This is an optimization exercise on Yosys and OpenROAD, whose aim is small area, a short achievable clock period and few clock cycles per item, not a production implementation. In this exercise RTL edits were held to simulation tests only and were not proved equivalent to the original. No activity file was given, so power comes from the tool's default toggle rates.

## flow/design.v (module list and top-level ports; edited modules follow where they fit)
// module pct_ctrl: 41 lines
// module pct_dec: 13 lines
// module pct_dp: 2825 lines
// module partition_count_table: 64 lines
module partition_count_table
#(
    parameter int MAX_ELEMENTS = MAX_ELEMENTS_DEF
) (
    input  wire logic                  aclk,
    input  wire logic                  aresetn,
    input  wire logic                  s_tvalid,
    output logic                       s_tready,
    input  wire logic [S_TDATA_W-1:0]  s_tdata,   
    output logic                       m_tvalid,
    input  wire logic                  m_tready,
    output logic [M_TDATA_W-1:0]       m_tdata,   
    output logic                       m_tuser    
);
  // ...
==> flow/flow/run.sh <==
#!/bin/bash
set -euo pipefail
export SETUP_SLACK_MARGIN=6.6
export BUFFER_PORTS_ARGS="-buffer_cell sky130_fd_sc_hd__buf_2"
bash standard.sh > standard_flow.log 2>&1
==> flow/standard.sh <==
#!/bin/bash
# synth_recipe.tcl (not shown) runs the flow's synth.tcl, then flattens the netlist and writes it again
# the make line also repeats each setting of config.mk as NAME=value (left out here)
make -C /OpenROAD-flow-scripts/flow DESIGN_CONFIG=/design/flow/config.mk WORK_HOME=/design/flow/orfs CLKGATE_MAP_FILE= SYNTH_SCRIPT=/design/flow/synth_recipe.tcl "${@:-finish}"
==> flow/config.mk <==
export PLATFORM = sky130hd
export DESIGN_NAME = partition_count_table
export DESIGN_NICKNAME = partition_count_table
export VERILOG_FILES = /design/flow/design.v
export SDC_FILE = /design/flow/constraint.sdc
export NUM_CORES = 4
export LEC_CHECK = 0
export CAP_MARGIN = 20
export CELL_PAD_IN_SITES_DETAIL_PLACEMENT = 1
export CELL_PAD_IN_SITES_GLOBAL_PLACEMENT = 2
export CORE_MARGIN = 2
export CORE_UTILIZATION = 22
export PLACE_DENSITY = 0.4
export SLEW_MARGIN = 20
==> flow/constraint.sdc <==
create_clock -name core_clock -period 10.0 [get_ports {aclk}]
set_input_delay 2.0000 -clock core_clock [delete_from_list [all_inputs] [get_ports {aclk}]]
set_output_delay 2.0000 -clock core_clock [all_outputs]
set_load 0.01 [all_outputs]
==> out/results.tsv, run 1 <==
metric	value	unit
outcome	no timing/DRC/antenna violations	
fill_cells	7609	
holdCritPathClass	register to register	
drt_iter0_drc	3441	
end_kind	register	
multiInputGateArea	10100	um^2
finalNonFillerCells	2910	
synthesis.area	13900	um^2
crit_required	10.22	ns
synth_cell_types	88	
synthMuxAreaShare	0.863	%
num_rows	92	
regArea	3560	um^2
gp_congestion	1.07	
synth_fa_ha_area_share	0.270	%
dp_hpwl	108000	um
drive_above_1_share	22.5	%
cts-buffers-inserted	17	
n_all_buffers	268	
die_h	255	um
overflow	0	
largest_reg_flops	31	
top_power_group	combinational cells	
comb_power	743	uW
synth_compound_area_share	32.5	%
clk_path_buf_depth	2	
antenna_found_initial	18	
layout_common_cells	nand2_1, o21ai_0, buf_4	
dieArea	65300	um^2
fin_crit	3.67	ns
top_regs	b_total: 31 flops, b_entry: 29 flops	
synth-edff-count	108	
Testbench counts, summed over its fixed seeds: cycles 2,416, queries 2,400.
==> run 2, diff against run 1 <==
==> flow/flow/run.sh (replaced) <==
#!/bin/bash
set -euo pipefail
export SETUP_SLACK_MARGIN=6.4
export BUFFER_PORTS_ARGS="-buffer_cell sky130_fd_sc_hd__buf_2"
bash standard.sh > standard_flow.log 2>&1
==> run 2 against run 1 <==
Net effect:
- critical path depth fell by 1
- highest routed layer unchanged
- still clean on timing, DRC and antenna
- synthesized area did not move
- hold slack improved by 0.0012 ns
- clock skew is 0.0056 ns higher
- largest cell class unchanged
==> out/results.tsv, run 2 <==
metric	value	unit	change
synth_top_family_by_area	simple AND/OR/NAND/NOR gates		unchanged
num_rows	92		unchanged
vias_per_cell	7.42		was 7.32
clock_skew	0.0248	ns	was 0.0192 ns
peakVddDrop	148	uV	was 147 uV
largest_reg_flops	31		unchanged
finalMaxSlewViolations	0		unchanged
synth-edff-count	108		unchanged
synthCells	1968		unchanged
synthSimpleGateAreaFrac	32.5	%	unchanged
antenna_left	0		unchanged
drc	0		unchanged
area_delta_synth_final	22.5	%	was 26.6%
synthesis.area	13900	um^2	unchanged
finalHoldViolCount	0		unchanged
syn_avg_cell_area	7.07	um^2	unchanged
clk_pin_slew	0.08	ns	was 0.07 ns
dp_hpwl	112000	um	was 108000 um
antenna_found_initial	20		was 18
cts_tree	built		unchanged
max_freq	262	MHz	was 273 MHz
path_delay_family	compound AO/OA/AOI/OAI gates		unchanged
tightest_slew	1.21	ns	was 1.18 ns
grt_pass1_vias	20200		was 20100
largest-register	b_total		unchanged
synth_top_cell_area_share	23.3	%	unchanged
timing.final.crit_share	38.1	%	was 36.7%
drt_iter0_drc	3340		was 3441
end_kind	register		unchanged
insertion_delay	0.51	ns	about the same
synthTopCellsByCount	nand2_1, o21ai_0, nand4_1, clkbuf_1, nand3_1		unchanged
fin_setup_tns	0	ns	unchanged
dieWidth	255	um	unchanged
synthMostInstantiatedCell	nand2_1		unchanged
fin_crit	3.81	ns	was 3.67 ns
final_nets	2043		was 2066
synth_fa_ha_area_share	0.270	%	unchanged
min_to	u_ctrl.b_v		unchanged
outcome	no timing/DRC/antenna violations		unchanged
max_cap_viol_count	0		unchanged
yosys.area.top_type	edfxtp_1		unchanged
holdCritStartpoint	u_ctrl.a_v		unchanged
finalNonFillerCells	2896		was 2910
cts_hold_buffers	0		unchanged
core_area	62900	um^2	unchanged
leakagePower	0.00816	uW	was 0.00844 uW
rr_worst_depth	6		was 7
yosysSeqAreaShare	25.6	%	unchanged
die_h	255	um	unchanged
ios	87		unchanged
setup-violations-final	0		unchanged
timing.rr.end	b_entry[3]		was b_entry[6]
vias	21500		was 21300
numPortBuffers	78		unchanged
htreeDepth	4		unchanged
critical_path.slowest_cell	o21ai_1		was a222oi_1
yosys-top-cells-area	edfxtp_1, nand2_1, o21ai_0		unchanged
power_density	121	nW/um^2	was 116 nW/um^2
worstPathArrival	4.02	ns	was 3.89 ns
wl_per_cell	55.3	um	was 53.7 um
timing.slew.headroom	18.6	%	was 21.0%
cpPeakStageDelay	0.86	ns	was 0.99 ns
whs_path_depth	1		unchanged
critPathMaxFanout	32		was 56
yosys_warnings	4		unchanged
grt_pass1_wl	207000	um	was 202000 um
rsz0062_at_grt	yes		unchanged
ys_ff_latch	124		unchanged
synth_cell_types	88		unchanged
top_regs	b_total: 31 flops, b_entry: 29 flops		unchanged
synthArstFlopShare	0	%	unchanged
critical_path_class	register to register		unchanged
synthMuxAreaShare	0.863	%	unchanged
drt-pass1-iter-count	7		was 6
synth_compound_area_share	32.5	%	unchanged
gp_congestion	1.11		was 1.07
cts-buffers-inserted	17		unchanged
numClockSinks	124		unchanged
layout_common_cells	nand2_1, o21ai_0, nand4_1, buf_4, nor2_1		was nand2_1, o21ai_0, buf_4
clk_path_buf_depth	2		unchanged
drive_above_1_share	19.8	%	was 22.5%
cts-root-buf	clkbuf_16		unchanged
critPathLaunchType	register		unchanged
r2r-start	a_r[4]		was a_d[6]
dp.cells	2820		was 2811
finalWirelength	160000	um	was 156000 um
synthXorXnorAreaFrac	0.378	%	unchanged
crit_required	10.21	ns	was 10.22 ns
overflow	0		unchanged
reg2reg_slack	6.19	ns	was 6.33 ns
crit_chain	buf_4 > o21ai_1 > nand2_1 > o41ai_1 > nand3_1 > or4_1		was buf_12 > buf_8 > or2_4 > a221o_2 > or4_1 > a222oi_1 > nand3_1
holdCritPathClass	register to register		unchanged
grt_max_degree	77		unchanged
startpoint	a_r[4]		was a_d[6]
final_common_cell	nand2_1		unchanged
yosys_most_used_dff	edfxtp_1		unchanged
critPathBufInv	1		was 2
dieArea	65300	um^2	unchanged
grt_use_total	47.5	%	was 46.0%
initial_core_util	22.1	%	unchanged
[run 2: cell count changes in the layout (fill, tap and decap cells not counted), sizes merged]
cell	previous run	this run
buf	260	243
bufbuf	3	0
bufinv	1	2
clkbuf	22	19
clkinv	6	3
diode	8	17
inv	37	39
[run 2: timing repair]
action / 4_1_cts / 5_1_grt
pin swaps: 7 / 10
resized for setup: 78 / 53
cloned: 0 / 1
endpoints found under the setup margin: 18 / 16
setup buffers: 13 / 10
[run 2: how the worst max path moves through the flow]
stage / endpoint / slack [ns] / cells after the start
6_report: b_entry[3] / 6.19 / 6
5_1_grt: b_entry[5] / 6.32 / 10
4_1_cts: b_entry[5] / 6.27 / 10
3_5_place_dp: b_entry[5] / 5.55 / 8
3_3_place_gp: b_entry[5] / 5.47 / 8
2_1_floorplan: b_entry[0] / 6.51 / 2
[run 2: power by group]
part,leakage (uW),internal (uW),total (uW),switching [uW]
registers,0.00142,615,635,19.4
clock network,0.000287,376,706,330
logic,0.00646,169,719,550
total,0.00816,1160,2060,899
[run 2: logic make-up (layout without fill, tap and decap cells)]
logic type,Yosys count,after routing
XOR/XNOR,6,6
AO/OA/AOI/OAI,663,663
multiplexers,12,12
AND/OR/NAND/NOR,911,911
other,1,21
adder cells (fa/ha/maj),3,3
flip-flops,124,124
buffers and inverters,248,310
[run 2: layer usage]
layer | part of all wire (%) | GRT usage, %
met3 | 12 | 20.2
met5 | 0.027 | 0
met4 | 11 | 39.2
met2 | 39 | 66.4
met1 | 37 | 56.0
[run 2: worst reg2reg max path: stages (launching register included)]
cell	delay, ns
edfxtp_1	0.36
buf_4	0.34
o21ai_1	0.91
nand2_1	0.49
o41ai_1	0.67
nand3_1	0.18
or4_1	0.59
[run 2: area by class of cell]
class	count	area (um^2)
well taps	846	1060
repair buffers	245	1860
inverters	33	133
fillers	7659	45800
multi-input cells	1599	9780
clock buffers	17	425
clock inverters	15	175
diodes	17	42.5
flip-flops and latches	124	3560
[run 2: through the flow]
stage	setup slack (ns)	instance area (um^2)	power [uW]	util (%)	hold WS, ns
2_1_floorplan	6.51	13900	943	-	0.460
3_3_place_gp	5.47	15600	1290	24.8	0.477
3_5_place_dp	5.55	15600	1280	24.8	0.478
4_1_cts	6.27	16600	2010	26.5	0.487
5_1_grt	6.32	17000	2090	27.1	0.539
6_report	6.19	17000	2060	27.1	0.527
==> run 3, diff against run 2 <==
==> flow/flow/run.sh (replaced) <==
#!/bin/bash
set -euo pipefail
export SETUP_SLACK_MARGIN=6.8
export BUFFER_PORTS_ARGS="-buffer_cell sky130_fd_sc_hd__buf_2"
bash standard.sh > standard_flow.log 2>&1
==> run 3 against run 2 <==
Net effect:
- combinational power up 11%
- flip-flop and latch count unchanged
- global-route usage down 1.2 points
- clock skew down 0.0012 ns
- fmax down 0.25%
- final area up 9.6%
- via count up 0.99%
- synthesized area unchanged
- non-clock buffer count up 66
- critical path depth up 1
- critical path type unchanged
==> out/results.tsv, run 3 <==
metric	value	unit	change
outcome	no timing/DRC/antenna violations		unchanged
initial_core_util	22.1	%	unchanged
top_regs	b_total: 31 flops, b_entry: 29 flops		unchanged
critPathLaunchType	register		unchanged
fill_cells	7502		was 7659
drt_iter0_drc	3350		was 3340
insertion_delay	0.52	ns	was 0.51 ns
clk_pin_slew	0.07	ns	was 0.08 ns
yosys_warnings	4		unchanged
largest-register	b_total		unchanged
synth_top_cell_area_share	23.3	%	unchanged
critPathBufInv	2		was 1
grt_pass1_wl	203000	um	was 207000 um
synthesis.area	13900	um^2	unchanged
ios	87		unchanged
fin_crit	3.82	ns	was 3.81 ns
clk_path_buf_depth	2		unchanged
drt-pass1-iter-count	9		was 7
synthArstFlopShare	0	%	unchanged
yosys.area.top_type	edfxtp_1		unchanged
cts_hold_buffers	0		unchanged
die_h	255	um	unchanged
core_area	62900	um^2	unchanged
setup-violations-final	0		unchanged
gp_congestion	1.12		was 1.11
fin_setup_tns	0	ns	unchanged
finalWirelength	156000	um	was 160000 um
grt_use_total	46.3	%	was 47.5%
cts-root-buf	clkbuf_16		unchanged
worstPathArrival	4.04	ns	was 4.02 ns
drive_above_1_share	26.7	%	was 19.8%
synth_top_family_by_area	simple AND/OR/NAND/NOR gates		unchanged
synthCells	1968		unchanged
timing.final.crit_share	38.2	%	was 38.1%
yosys_most_used_dff	edfxtp_1		unchanged
num_rows	92		unchanged
tightest_slew	1.28	ns	was 1.21 ns
vias	21700		was 21500
critical_path_class	register to register		unchanged
grt_max_degree	77		unchanged
drc	0		unchanged
cts_tree	built		unchanged
final_common_cell	nand2_1		unchanged
cts-buffers-inserted	17		unchanged
critPathMaxFanout	32		unchanged
dp_hpwl	104000	um	was 112000 um
clock_skew	0.0237	ns	was 0.0248 ns
ys_ff_latch	124		unchanged
rsz0062_at_grt	yes		unchanged
yosysSeqAreaShare	25.6	%	unchanged
finalHoldViolCount	0		unchanged
crit_chain	buf_8 > buf_16 > or2_2 > a221o_2 > or4_1 > a222oi_1 > nand3_1		was buf_4 > o21ai_1 > nand2_1 > o41ai_1 > nand3_1 > or4_1
antenna_left	0		unchanged
synthMuxAreaShare	0.863	%	unchanged
cpPeakStageDelay	1.10	ns	was 0.86 ns
synth_compound_area_share	32.5	%	unchanged
synth_fa_ha_area_share	0.270	%	unchanged
syn_avg_cell_area	7.07	um^2	unchanged
max_cap_viol_count	0		unchanged
dieArea	65300	um^2	unchanged
max_freq	261	MHz	was 262 MHz
end_kind	register		unchanged
synthSimpleGateAreaFrac	32.5	%	unchanged
leakagePower	0.00896	uW	was 0.00816 uW
synth-edff-count	108		unchanged
antenna_found_initial	21		was 20
htreeDepth	4		unchanged
peakVddDrop	145	uV	was 148 uV
numPortBuffers	78		unchanged
fin_util	29.7	%	was 27.1%
final_nets	2109		was 2043
synthTopCellsByCount	nand2_1, o21ai_0, nand4_1, clkbuf_1, nand3_1		unchanged
layout_common_cells	nand2_1, buf_4, o21ai_0		was nand2_1, o21ai_0, nand4_1, buf_4, nor2_1
synthXorXnorAreaFrac	0.378	%	unchanged
power_density	112	nW/um^2	was 121 nW/um^2
dieWidth	255	um	unchanged
overflow	0		unchanged
timing.slew.headroom	14.6	%	was 18.6%
wl_per_cell	52.8	um	was 55.3 um
numClockSinks	124		unchanged
crit_required	10.21	ns	about the same
finalMaxSlewViolations	0		unchanged
path_delay_family	compound AO/OA/AOI/OAI gates		unchanged
synth_cell_types	88		unchanged
area_delta_synth_final	34.3	%	was 22.5%
critical_path.slowest_cell	a222oi_1		was o21ai_1
largest_reg_flops	31		unchanged
grt_pass1_vias	20400		was 20200
yosys-top-cells-area	edfxtp_1, nand2_1, o21ai_0		unchanged
synthMostInstantiatedCell	nand2_1		unchanged
vias_per_cell	7.34		was 7.42
holdCritPathClass	register to register		unchanged
run 3: cell counts after synthesis:
Identical to the previous run, type by type.
run 3: area by class of cell:
class	instances	area, um^2	share of cell area (%)
Antenna cell	11	27.5	0.147
Timing Repair Buffer	311	2890	15.5
Inverter	33	136	0.730
Clock inverter	13	114	0.609
Tap cell	846	1060	5.67
Sequential cell	124	3560	19.1
Multi-Input combinational cell	1599	10400	55.8
Clock buffer	19	464	2.48
run 3: path summary, 6_finish.rpt:
| path | slack, ns | cells past startpoint | start | endpoint |
|---|---|---|---|---|
| worst max-delay path | 6.18 | 7 | a_d[7] | b_entry[6] |
| worst min-delay path | 0.48 | 1 | u_ctrl.a_v | u_ctrl.b_v |
| worst max register to register | 6.18 | 7 | a_d[7] | b_entry[6] |
| worst min register to register | 0.48 | 1 | u_ctrl.a_v | u_ctrl.b_v |
run 3: logic make-up after synthesis:
group	Yosys count
flip-flops	124
other	1
buffers and inverters	248
multiplexers	12
XOR/XNOR	6
AO/OA/AOI/OAI	663
adder cells (fa/ha/maj)	3
AND/OR/NAND/NOR	911
run 3: repair_timing:
action / in CTS / in global routing
buffers inserted: 49 / 35
pin swaps: 24 / 38
setup endpoints to repair: 30 / 24
gates cloned: 10 / 2
endpoints found under the hold margin: 0 / 0
resized for setup: 186 / 134
run 3: metrics by stage:
step	cells	hold WS, ns	area (um^2)	total power, uW	setup slack [ns]
5_1_grt	2947	0.523	18700	2130	6.26
3_3_place_gp	2815	0.492	15500	1270	5.64
6_report	2956	0.484	18700	2100	6.18
2_1_floorplan	1971	0.460	14000	944	6.58
4_1_cts	2906	0.496	17700	2020	6.31
3_5_place_dp	2815	0.488	15500	1270	5.72
run 3: worst register-to-register path, cell delays in order (launching register included):
cell and delay [ns]:
edfxtp_1 0.41, buf_8 0.22, buf_16 0.24, or2_2 0.43, a221o_2 0.51, or4_1 0.46, a222oi_1 1.10, nand3_1 0.17
run 3: report_power, final:
part | switching, uW | internal, uW | leakage (uW) | total (uW)
registers | 21.0 | 616 | 0.00142 | 637
clock network | 318 | 346 | 0.000281 | 664
logic | 580 | 220 | 0.00727 | 800
total | 919 | 1180 | 0.00896 | 2100
run 3: per-layer routing:
layer  part of all wire [%]  global-route usage, %  vias up
li1                       -                      -     7934
met1                     36                   53.0    10700
met2                     38                   62.5     2185
met3                     14                   24.0      828
met4                     11                   39.8       28
met5                   0.22                  0.877        -
==> run 4, diff against run 3 <==
==> flow/flow/run.sh (replaced) <==
#!/bin/bash
set -euo pipefail
export SETUP_SLACK_MARGIN=6.6
export BUFFER_PORTS_ARGS="-buffer_cell sky130_fd_sc_hd__buf_2"
bash standard.sh > standard_flow.log 2>&1
--- a/flow/config.mk
+++ b/flow/config.mk
@@ -9,6 +9,6 @@
 export CELL_PAD_IN_SITES_DETAIL_PLACEMENT = 1
 export CELL_PAD_IN_SITES_GLOBAL_PLACEMENT = 2
 export CORE_MARGIN = 2
-export CORE_UTILIZATION = 22
-export PLACE_DENSITY = 0.4
+export CORE_UTILIZATION = 24
+export PLACE_DENSITY = 0.45
 export SLEW_MARGIN = 20
==> run 4 against run 3 <==
Net effect:
- still clean on timing, DRC and antenna
- non-clock buffer count is 44 lower
- synthesized area stayed put
- clock skew hardly changed
- flip-flop and latch count stayed put
- sequential power hardly changed
- cell count is 3.9% lower
- highest routed layer unchanged
==> out/results.tsv, run 4 <==
metric	value	unit	change
finalMaxSlewViolations	0		unchanged
max_cap_viol_count	0		unchanged
cpPeakStageDelay	1.02	ns	was 1.10 ns
tightest_slew	1.23	ns	was 1.28 ns
clock_skew	0.0239	ns	was 0.0237 ns
clk_pin_slew	0.08	ns	was 0.07 ns
cts_hold_buffers	0		unchanged
fill_cells	6990		was 7502
max_freq	258	MHz	was 261 MHz
holdCritPathClass	register to register		unchanged
use_met2	69.2	%	was 62.5%
numPortBuffers	78		unchanged
startpoint	a_r[7]		was a_d[7]
die_h	245	um	was 255 um
synthTopCellsByCount	nand2_1, o21ai_0, nand4_1, clkbuf_1, nand3_1		unchanged
yosysSeqAreaShare	25.6	%	unchanged
num_rows	88		was 92
grt.met3_usage	26.2	%	was 24.0%
drc	0		unchanged
antenna_found_initial	23		was 21
grt_busiest_layer	met2		unchanged
layout_common_cells	nand2_1, o21ai_0, buf_4		was nand2_1, buf_4, o21ai_0
critical_path.slowest_cell	a222oi_1		unchanged
insertion_delay	0.52	ns	about the same
crit_chain	buf_4 > buf_4 > nand2_1 > nand4_1 > or3_1 > a222oi_1 > nand3_1		was buf_8 > buf_16 > or2_2 > a221o_2 > or4_1 > a222oi_1 > nand3_1
outcome	no timing/DRC/antenna violations		unchanged
synth_cell_types	88		unchanged
rsz0062_at_grt	yes		unchanged
fin_crit	3.88	ns	was 3.82 ns
synthArstFlopShare	0	%	unchanged
finalWirelength	157000	um	was 156000 um
final_area	17500	um^2	was 18700 um^2
ios	87		unchanged
drt-pass1-iter-count	8		was 9
place_ws	5.63	ns	was 5.72 ns
core_area	57500	um^2	was 62900 um^2
synthMostInstantiatedCell	nand2_1		unchanged
leakagePower	0.00845	uW	was 0.00896 uW
final_common_cell	nand2_1		unchanged
crit_required	10.21	ns	about the same
dieWidth	245	um	was 255 um
grt_max_degree	73		was 77
ys_ff_latch	124		unchanged
yosys_warnings	4		unchanged
post_dp_cell_area	15400	um^2	was 15500 um^2
grt_pass1_wl	203000	um	about the same
critPathLaunchType	register		unchanged
cts_tree	built		unchanged
clk_path_buf_depth	2		unchanged
setup_ws	6.12	ns	was 6.18 ns
syn_avg_cell_area	7.07	um^2	unchanged
wl_per_cell	55.3	um	was 52.8 um
grt_use_total	51.5	%	was 46.3%
endpoint	b_entry[6]		unchanged
finalNonFillerCells	2841		was 2956
synth-edff-count	108		unchanged
finalHoldViolCount	0		unchanged
htreeDepth	4		unchanged
area_delta_synth_final	25.7	%	was 34.3%
antenna_left	0		unchanged
critical_path_class	register to register		unchanged
drt_iter0_drc	3850		was 3350
yosys_most_used_dff	edfxtp_1		unchanged
dp_hpwl	106000	um	was 104000 um
r2r-start	a_r[7]		was a_d[7]
final_nets	2065		was 2109
overflow	0		unchanged
synthCells	1968		unchanged
largest-register	b_total		unchanged
crit_top_cell	buf_4		
initial_core_util	24.2	%	was 22.1%
yosys-top-cells-area	edfxtp_1, nand2_1, o21ai_0		unchanged
timing.hold.ws	0.529	ns	was 0.484 ns
setup-violations-final	0		unchanged
synth_top_cell_area_share	23.3	%	unchanged
grt_pass1_vias	20400		about the same
vias	21900		was 21700
cts-root-buf	clkbuf_16		unchanged
grtUsageMet1	59.4	%	was 53.0%
numClockSinks	124		unchanged
gp_congestion	1.08		was 1.12
timing.slew.headroom	17.9	%	was 14.6%
power_density	117	nW/um^2	was 112 nW/um^2
yosys.area.top_type	edfxtp_1		unchanged
largest_reg_flops	31		unchanged
dp.cells	2729		was 2815
rr_worst_depth	7		unchanged
vias_per_cell	7.70		was 7.34
synthesis.area	13900	um^2	unchanged
timing.final.crit_share	38.8	%	was 38.2%
timing.rr.end	b_entry[6]		unchanged
fin_setup_tns	0	ns	unchanged
cts-buffers-inserted	17		unchanged
worstPathArrival	4.09	ns	was 4.04 ns
peakVddDrop	148	uV	was 145 uV
top_regs	b_total: 31 flops, b_entry: 29 flops		unchanged
drive_above_1_share	22.6	%	was 26.7%
end_kind	register		unchanged
critPathMaxFanout	27		was 32
reg2reg_slack	6.12	ns	was 6.18 ns
dieArea	59900	um^2	was 65300 um^2
## run 4: cell types whose count changed in the layout (fill, tap and decap cells not counted), moves of 7 or more
cell,delta
buf_4,-13
buf_12,-12
diode_2,+10
o21ai_1,-9
buf_6,-8
o21ai_0,+8
o41ai_1,+7
or3_1,+7
or3_4,-7
## run 4: cells by family (layout without fill, tap and decap cells)
group / after synthesis / after routing / synth area share [%]
flops: 124 / 124 / 25.6
fa+ha+maj: 3 / 3 / 0.270
buf+inv: 248 / 332 / 7.81
compound gates: 663 / 663 / 32.5
other cells: 1 / 25 / 0.0270
simple gates: 911 / 911 / 32.5
xor+xnor: 6 / 6 / 0.378
mux: 12 / 12 / 0.863
## run 4: area by class of cell
class / instances / area (um^2) / share of cell area (%)
Clock inverter: 15 / 149 / 0.852
Antenna cell: 21 / 52.6 / 0.301
Tap cell: 765 / 957 / 5.47
Sequential cell: 124 / 3560 / 20.4
Inverter: 33 / 130 / 0.744
Timing Repair Buffer: 267 / 2160 / 12.4
Multi-Input combinational cell: 1599 / 10000 / 57.5
Clock buffer: 17 / 425 / 2.43
## run 4: how the worst min path moves through the flow
stage | from | end | slack (ns) | depth (start not counted)
finish | u_ctrl.a_v | u_ctrl.b_v | 0.53 | 1
global route | u_ctrl.a_v | u_ctrl.b_v | 0.56 | 1
CTS | u_ctrl.a_v | u_ctrl.b_v | 0.49 | 1
detailed placement | u_ctrl.a_v | u_ctrl.b_v | 0.48 | 1
global placement | u_ctrl.a_v | u_ctrl.b_v | 0.48 | 1
floorplan | u_ctrl.a_v | u_ctrl.b_v | 0.46 | 1
## run 4: worst max-delay path, delay by kind of cell, from the launching register on
family	cells	cell delay (ns)
and+or+nand+nor	4	1.50
AOI/OAI and AO/OA	1	1.02
buffers and inverters	2	0.63
DFF	1	0.37
## run 4: routing by layer
metal,vias up,part of all wire [%]
met5,-,0.023
met3,838,14
met2,2428,38
li1,7855,-
met1,10800,36
met4,6,11
## run 4: what timing repair did
action	4_1_cts	5_1_grt
endpoints found under the setup margin	22	16
gates cloned	5	0
gates resized for setup	139	70
pin swaps	21	9
buffers inserted	41	10
endpoints found under the hold margin	0	0
## run 4: power by group
group	switching (uW)	leakage (uW)	internal, uW	total, uW
logic	562	0.00675	185	746
registers	23.2	0.00142	616	639
clock network	334	0.000283	331	665
total	919	0.00845	1130	2050
## run 4: through the flow
| stage | util, % | total power [uW] |
|---|---|---|
| CTS | 29.5 | 1980 |
| global route | 30.3 | 2070 |
| floorplan | - | 943 |
| finish | 30.4 | 2050 |
| global placement | 26.7 | 1270 |
| detailed placement | 26.7 | 1270 |

-- separate check: timing with driven ports --
Ports are ideal in the flow. The routed layouts listed here were re-timed in OpenROAD. Step 1 sets driving cells, clkbuf_16 on the clock port and buf_2 on the other inputs (assumed; they add their load-dependent delay and slew). Step 2, shift: input delay + t, output delay - t, t = (earliest + latest rising clock arrival at the registers) / 2. This alone moves slack from input paths to output paths. Slacks: no drivers / after step 1 / after step 2; pairs: no drivers / after step 1.
run | t (ns) | setup WS [ns] | worst slew at a driven data input, ns
run 1 | 0.575 | 6.332 / 6.332 / 6.323 | 0.03
run 2 | 0.572 | 6.185 / 6.185 / 6.173 | 0.03
run 3 | 0.571 | 6.176 / 6.176 / 6.176 | 0.03
run 4 | 0.578 | 6.122 / 6.122 / 6.122 | 0.03
After both steps every run listed still meets setup and hold. For run 2, which loses most, drivers alone change the setup slack by 0.000 ns; drivers and shift together by -0.012 ns.
